From an optimization exercise on the open Yosys and OpenROAD flow, aimed at small area, a short achievable clock period and few clock cycles per item; shortcuts taken in it are not production practice.

job 6160:
==> flow/design.v <==
`timescale 1ns/1ps
package wide_add_pkg;
  localparam logic ADD = 1'b0;
  localparam logic SUB = 1'b1;
endpackage
`timescale 1ns/1ps
module wide_add_lane #(
  parameter int BLK_W = 8
) (
  input  logic [BLK_W-1:0] a,
  input  logic [BLK_W-1:0] b,
  input  logic             cin,
  output logic [BLK_W-1:0] sum,
  output logic             gen,
  output logic             prop
);
  assign {gen, sum} = {1'b0, a} + {1'b0, b} + {{BLK_W{1'b0}}, cin};
  assign prop       = &(a ^ b);
endmodule
`timescale 1ns/1ps
module wide_add_pipe #(
  parameter int WIDTH  = 256,
  parameter int LANE_W = 64,
  parameter int EN_W   = 8,
  parameter int CNT_W  = 16
) (
  input  logic             clk,
  input  logic             rst,
  input  logic             in_valid,
  output logic             in_ready,
  input  logic [WIDTH-1:0] op1,
  input  logic [WIDTH-1:0] op2,
  input  logic             sub,
  input  logic [EN_W-1:0]  en1,
  input  logic [EN_W-1:0]  en2,
  output logic             out_valid,
  input  logic             out_ready,
  output logic [WIDTH-1:0] res,
  output logic             carry_out,
  output logic [CNT_W-1:0] drop_cnt
);
  localparam int BLK_W = 8;                 
  localparam int SUP_W = 64;                
  localparam int NS    = WIDTH / SUP_W;     
  localparam int M     = SUP_W / BLK_W;     
  localparam int LVM   = $clog2(M);
  logic             advance;
  logic             gate;
  logic             is_sub;
  logic [WIDTH-1:0] b_in;
  assign gate = &(en1 ^ en2);
  assign advance  = !out_valid || out_ready;
  assign in_ready = advance;
  assign is_sub = (sub == wide_add_pkg::SUB);
  assign b_in   = op2 ^ {WIDTH{is_sub}};
  logic valid_q;
  always_ff @(posedge clk) begin
    if (rst) begin
      valid_q <= 1'b0;
    end else if (advance) begin
      valid_q <= in_valid && gate;
    end
  end
  logic [NS-1:0] sg_q;    
  logic [NS-1:0] sp_q;    
  logic [NS:0]   sc;      
  for (genvar s = 0; s < NS; s++) begin : g_sup
    logic [SUP_W-1:0] bsum;
    logic [M-1:0]     bg;
    logic [M-1:0]     bp;
    for (genvar m = 0; m < M; m++) begin : g_blk
      localparam int LO = s * SUP_W + m * BLK_W;
      logic [BLK_W-1:0] a;
      logic [BLK_W-1:0] b;
      logic [BLK_W-1:0] sm;
      logic             ci;
      logic             g;
      logic             p;
      assign a  = op1[LO +: BLK_W];
      assign b  = b_in[LO +: BLK_W];
      assign ci = (LO == 0) ? is_sub : 1'b0;
      wide_add_lane #(.BLK_W(BLK_W)) u_lane (
        .a    (a),
        .b    (b),
        .cin  (ci),
        .sum  (sm),
        .gen  (g),
        .prop (p)
      );
      assign bsum[m*BLK_W +: BLK_W] = sm;
      assign bg[m] = g;
      assign bp[m] = (LO == 0) ? 1'b0 : p;
    end
    logic [M-1:0] pg [LVM+1];
    logic [M-1:0] pp [LVM+1];
    assign pg[0] = bg;
    assign pp[0] = bp;
    for (genvar l = 0; l < LVM; l++) begin : g_lvl
      for (genvar m = 0; m < M; m++) begin : g_node
        if (((m >> l) & 1) == 1) begin : g_comb
          localparam int J = ((m >> l) << l) - 1;
          assign pg[l+1][m] = pg[l][m] | (pp[l][m] & pg[l][J]);
          assign pp[l+1][m] = pp[l][m] & pp[l][J];
        end else begin : g_pass
          assign pg[l+1][m] = pg[l][m];
          assign pp[l+1][m] = pp[l][m];
        end
      end
    end
    logic [SUP_W-1:0] sum_q;
    logic [M-1:1]     cyl_q;    
    logic [M-1:1]     ppl_q;    
    logic             sg_r;
    logic             sp_r;
    always_ff @(posedge clk) begin
      if (advance) begin
        sum_q   <= bsum;
        cyl_q   <= pg[LVM][M-2:0];
        ppl_q   <= pp[LVM][M-2:0];
        sg_r    <= pg[LVM][M-1];
        sp_r    <= pp[LVM][M-1];
      end
    end
    assign sg_q[s] = sg_r;
    assign sp_q[s] = sp_r;
    for (genvar m = 0; m < M; m++) begin : g_inc
      localparam int LO = s * SUP_W + m * BLK_W;
      logic [BLK_W-1:0] sm;
      logic [BLK_W-1:0] low_ones;
      logic             cin;
      assign sm = sum_q[m*BLK_W +: BLK_W];
      if (m == 0) begin : g_first
        assign cin = sc[s];
      end else begin : g_rest
        assign cin = cyl_q[m] | (ppl_q[m] & sc[s]);
      end
      assign low_ones[0] = 1'b1;
      for (genvar i = 1; i < BLK_W; i++) begin : g_bit
        assign low_ones[i] = &sm[i-1:0];
      end
      assign res[LO +: BLK_W] = sm ^ (low_ones & {BLK_W{cin}});
    end
  end
  assign sc[0] = 1'b0;
  for (genvar s = 0; s < NS; s++) begin : g_sc
    assign sc[s+1] = sg_q[s] | (sp_q[s] & sc[s]);
  end
  assign out_valid = valid_q;
  assign carry_out = sc[NS];
  logic             drop_inc;
  logic [CNT_W-1:0] cnt_ones;
  assign drop_inc    = in_valid && in_ready && !gate && !(&drop_cnt);
  assign cnt_ones[0] = 1'b1;
  for (genvar i = 1; i < CNT_W; i++) begin : g_ones
    assign cnt_ones[i] = &drop_cnt[i-1:0];
  end
  always_ff @(posedge clk) begin
    if (rst) begin
      drop_cnt <= '0;
    end else if (drop_inc) begin
      drop_cnt <= drop_cnt ^ cnt_ones;
    end
  end
endmodule
clock: 4.2 ns
lec_check: 0
cap_margin: 20
core_margin: 2
core_utilization: 40
setup_slack_margin: 0.8
slew_margin: 20
standard.sh (not shown) runs the stock make flow with config.mk's settings and CLKGATE_MAP_FILE= SYNTH_SCRIPT=/design/flow/synth_recipe.tcl, a recipe that flattens the netlist after the stock synthesis.
==> flow/flow/run.sh <==
#!/bin/bash
# Layout flow: the standard ORFS flow (standard.sh, including its
# standard synthesis), with plain buffers instead of ORFS's default
# delay-buffer cell for the port buffers that global placement inserts.
# Every input and output port still gets its own buffer.
set -euo pipefail
export BUFFER_PORTS_ARGS="-buffer_cell sky130_fd_sc_hd__buf_1"
bash standard.sh "BUFFER_PORTS_ARGS=$BUFFER_PORTS_ARGS" finish > flow_standard.log 2>&1
The inputs of job 4574 differ from those of job 6160 as listed below.
-- flow/design.v --
<<< job 6160, line 40
  output logic [CNT_W-1:0] drop_cnt
);
  localparam int BLK_W = 8;                 
  localparam int SUP_W = 64;                
  localparam int NS    = WIDTH / SUP_W;     
  localparam int M     = SUP_W / BLK_W;     
  localparam int LVM   = $clog2(M);
  logic             advance;
  logic             gate;
>>> job 4574, line 40
  output logic [CNT_W-1:0] drop_cnt
);
  localparam int BLK_W = 16;                 
  localparam int SUP_W = 128;                
  localparam int NS    = WIDTH / SUP_W;     
  localparam int M     = SUP_W / BLK_W;     
  localparam int LVM   = (M > 16) ? 5 : (M > 8) ? 4 : (M > 4) ? 3 : (M > 2) ? 2 : 1;
  logic             advance;
  logic             gate;
Findings:
| wire length of the first global-routing pass | higher: job 4574 |. Diff job 4574 and job 6160: critical path depth higher in job 4574. From job 6160 to job 4574 the numbers moved as follows: wire length went up, die area went up, worst setup slack now smaller, tightest slew margin relative to the limit now larger.
No run of this note included a check of the RTL's function; only the layout flow was run.

========
v23:
Another version of the RTL of wide_add_pipe (not shown whole).
For scale: ~3,000 cells after synthesis, about 31,000 sq um of cells after synthesis.
==> module wide_add_pipe, before the edit <==
module wide_add_pipe #(
  parameter int WIDTH  = 256,
  parameter int LANE_W = 64,
  parameter int EN_W   = 8,
  parameter int CNT_W  = 16
) (
  input  logic             clk,
  input  logic             rst,
  input  logic             in_valid,
  output logic             in_ready,
  input  logic [WIDTH-1:0] op1,
  input  logic [WIDTH-1:0] op2,
  input  logic             sub,
  input  logic [EN_W-1:0]  en1,
  input  logic [EN_W-1:0]  en2,
  output logic             out_valid,
  input  logic             out_ready,
  output logic [WIDTH-1:0] res,
  output logic             carry_out,
  output logic [CNT_W-1:0] drop_cnt
);
  localparam int BLK_W = 8;                 
  localparam int SUP_W = 128;               
  localparam int NS    = WIDTH / SUP_W;     
  localparam int M     = SUP_W / BLK_W;     
  localparam int LVM   = $clog2(M);
  logic             advance;
  logic             gate;
  logic             is_sub;
  logic [WIDTH-1:0] b_in;
  assign gate = &(en1 ^ en2);
  assign advance  = !out_valid || out_ready;
  assign in_ready = advance;
  assign is_sub = (sub == wide_add_pkg::SUB);
  assign b_in   = op2 ^ {WIDTH{is_sub}};
  logic valid_q;
  always_ff @(posedge clk) begin
    if (rst) begin
      valid_q <= 1'b0;
    end else if (advance) begin
      valid_q <= in_valid && gate;
    end
  end
  logic [NS-1:0] sg_q;    
  logic [NS-1:0] sp_q;    
  logic [NS:0]   sc;      
  for (genvar s = 0; s < NS; s++) begin : g_sup
    logic [SUP_W-1:0] bsum;
    logic [M-1:0]     bg;
    logic [M-1:0]     bp;
    for (genvar m = 0; m < M; m++) begin : g_blk
      localparam int LO = s * SUP_W + m * BLK_W;
      logic [BLK_W-1:0] a;
      logic [BLK_W-1:0] b;
      logic [BLK_W-1:0] sm;
      logic             ci;
      logic             g;
      logic             p;
      assign a  = op1[LO +: BLK_W];
      assign b  = b_in[LO +: BLK_W];
      assign ci = (LO == 0) ? is_sub : 1'b0;
      wide_add_lane #(.BLK_W(BLK_W), .HAS_CIN(LO == 0)) u_lane (
        .a    (a),
        .b    (b),
        .cin  (ci),
        .sum  (sm),
        .gen  (g),
        .prop (p)
      );
      assign bsum[m*BLK_W +: BLK_W] = sm;
      assign bg[m] = g;
      assign bp[m] = p;
    end
    logic [M-1:0] pg [LVM+1];
    logic [M-1:0] pp [LVM+1];
    assign pg[0] = bg;
    assign pp[0] = bp;
    for (genvar l = 0; l < LVM; l++) begin : g_lvl
      for (genvar m = 0; m < M; m++) begin : g_node
        if (((m >> l) & 1) == 1) begin : g_comb
          localparam int J = ((m >> l) << l) - 1;
          assign pg[l+1][m] = pg[l][m] | (pp[l][m] & pg[l][J]);
          assign pp[l+1][m] = pp[l][m] & pp[l][J];
        end else begin : g_pass
          assign pg[l+1][m] = pg[l][m];
          assign pp[l+1][m] = pp[l][m];
        end
      end
    end
    logic [SUP_W-1:0] sum_q;
    logic [M-1:1]     cyl_q;    
    logic [M-1:1]     ppl_q;    
    logic             sg_r;
    logic             sp_r;
    always_ff @(posedge clk) begin
      if (advance) begin
        sum_q   <= bsum;
        cyl_q   <= pg[LVM][M-2:0];
        ppl_q   <= pp[LVM][M-2:0];
        sg_r    <= pg[LVM][M-1];
        sp_r    <= pp[LVM][M-1];
      end
    end
    assign sg_q[s] = sg_r;
    assign sp_q[s] = sp_r;
    for (genvar m = 0; m < M; m++) begin : g_inc
      localparam int LO = s * SUP_W + m * BLK_W;
      logic [BLK_W-1:0] sm;
      logic [BLK_W-1:0] sm_inc;
      logic             cin;
      assign sm = sum_q[m*BLK_W +: BLK_W];
      if (m == 0) begin : g_first
        assign cin = sc[s];
      end else begin : g_rest
        assign cin = cyl_q[m] | (ppl_q[m] & sc[s]);
      end
      wide_add_inc #(.BLK_W(BLK_W)) u_inc (
        .sum     (sm),
        .sum_inc (sm_inc)
      );
      assign res[LO +: BLK_W] = cin ? sm_inc : sm;
    end
  end
  assign sc[0] = 1'b0;
  for (genvar s = 0; s < NS; s++) begin : g_sc
    assign sc[s+1] = sg_q[s] | (sp_q[s] & sc[s]);
  end
  assign out_valid = valid_q;
  assign carry_out = sc[NS];
  logic             drop_inc;
  logic [CNT_W-1:0] cnt_ones;
  assign drop_inc    = in_valid && in_ready && !gate && !(&drop_cnt);
  assign cnt_ones[0] = 1'b1;
  for (genvar i = 1; i < CNT_W; i++) begin : g_ones
    assign cnt_ones[i] = &drop_cnt[i-1:0];
  end
  always_ff @(posedge clk) begin
    if (rst) begin
      drop_cnt <= '0;
    end else if (drop_inc) begin
      drop_cnt <= drop_cnt ^ cnt_ones;
    end
  end
endmodule
==> flow/config.mk <==
export PLATFORM = sky130hd
export DESIGN_NAME = wide_add_pipe
export DESIGN_NICKNAME = wide_add_pipe
export VERILOG_FILES = /design/flow/design.v
export SDC_FILE = /design/flow/constraint.sdc
export NUM_CORES = 4
export LEC_CHECK = 0
export CAP_MARGIN = 20
export CORE_MARGIN = 2
export CORE_UTILIZATION = 40
export SLEW_MARGIN = 20
export SYNTH_HIERARCHICAL = 1
==> flow/constraint.sdc <==
create_clock -name core_clock -period 4.2 [get_ports {clk}]
set_input_delay 0.8400 -clock core_clock [delete_from_list [all_inputs] [get_ports {clk}]]
set_output_delay 0.8400 -clock core_clock [all_outputs]
set_load 0.01 [all_outputs]
Scripts as last shown in full above: flow/flow/run.sh
Here is what was changed in the inputs of v16 compared with v23.
-- flow/design.v --
<<< v23, line 58
);
  localparam int BLK_W = 8;                 
  localparam int SUP_W = 128;               
  localparam int NS    = WIDTH / SUP_W;     
  localparam int M     = SUP_W / BLK_W;     
>>> v16, line 58
);
  localparam int BLK_W = 8;                 
  localparam int SUP_W = 64;                
  localparam int NS    = WIDTH / SUP_W;     
  localparam int M     = SUP_W / BLK_W;     
==> comparison <==
Side by side, largest incremental delay on the critical path turned out higher in v16 than in v23. Re cell area after layout: v16 is 530 sq um down on v23. Looking at total routed wirelength across both flows, v16 is the stronger of the two, with v23 trailing. Comparing clock sink total for v16 and v23, the bigger number came from v16. Compared to v23, v16 has maximum operating frequency about 2.7% higher.
Function was not checked in any run of this note: the RTL went through the layout flow alone.

==> port drivers added, routing unchanged <==
How much do the figures lean on ideal ports? The routed layouts below were timed once more, with nothing changed but the port constraints.
Step 1 sets driving cells, clkbuf_16 on the clock port and buf_2 on the other inputs (assumed; they add their load-dependent delay and slew).
Step 2 moves the port delays by t, midway between the first and last clock arrival at a register: inputs arrive t later, outputs are due t later. That takes back most of the time a late clock gives input paths.
a / b / c = no drivers / after step 1 / after step 2; a / b = the first two.
| run | shift t [ns] | setup WS [ns] | slew at the worst register clock pin (ns) |
|---|---|---|---|
| job 6160 | 0.615 | 0.745 / 0.682 / 0.210 | 0.06 / 0.06 |
| job 4574 | 0.605 | 0.636 / 0.571 / 0.059 | 0.06 / 0.06 |
| v23 | 0.617 | 0.317 / 0.348 / -0.269 | 0.06 / 0.06 |
| v16 | 0.619 | 0.418 / 0.387 / -0.165 | 0.06 / 0.06 |
Met with ideal ports but missed after step 2: setup timing in v23 and v16. For v23, which loses most, drivers alone change the setup slack by +0.031 ns; drivers and shift together by -0.586 ns.
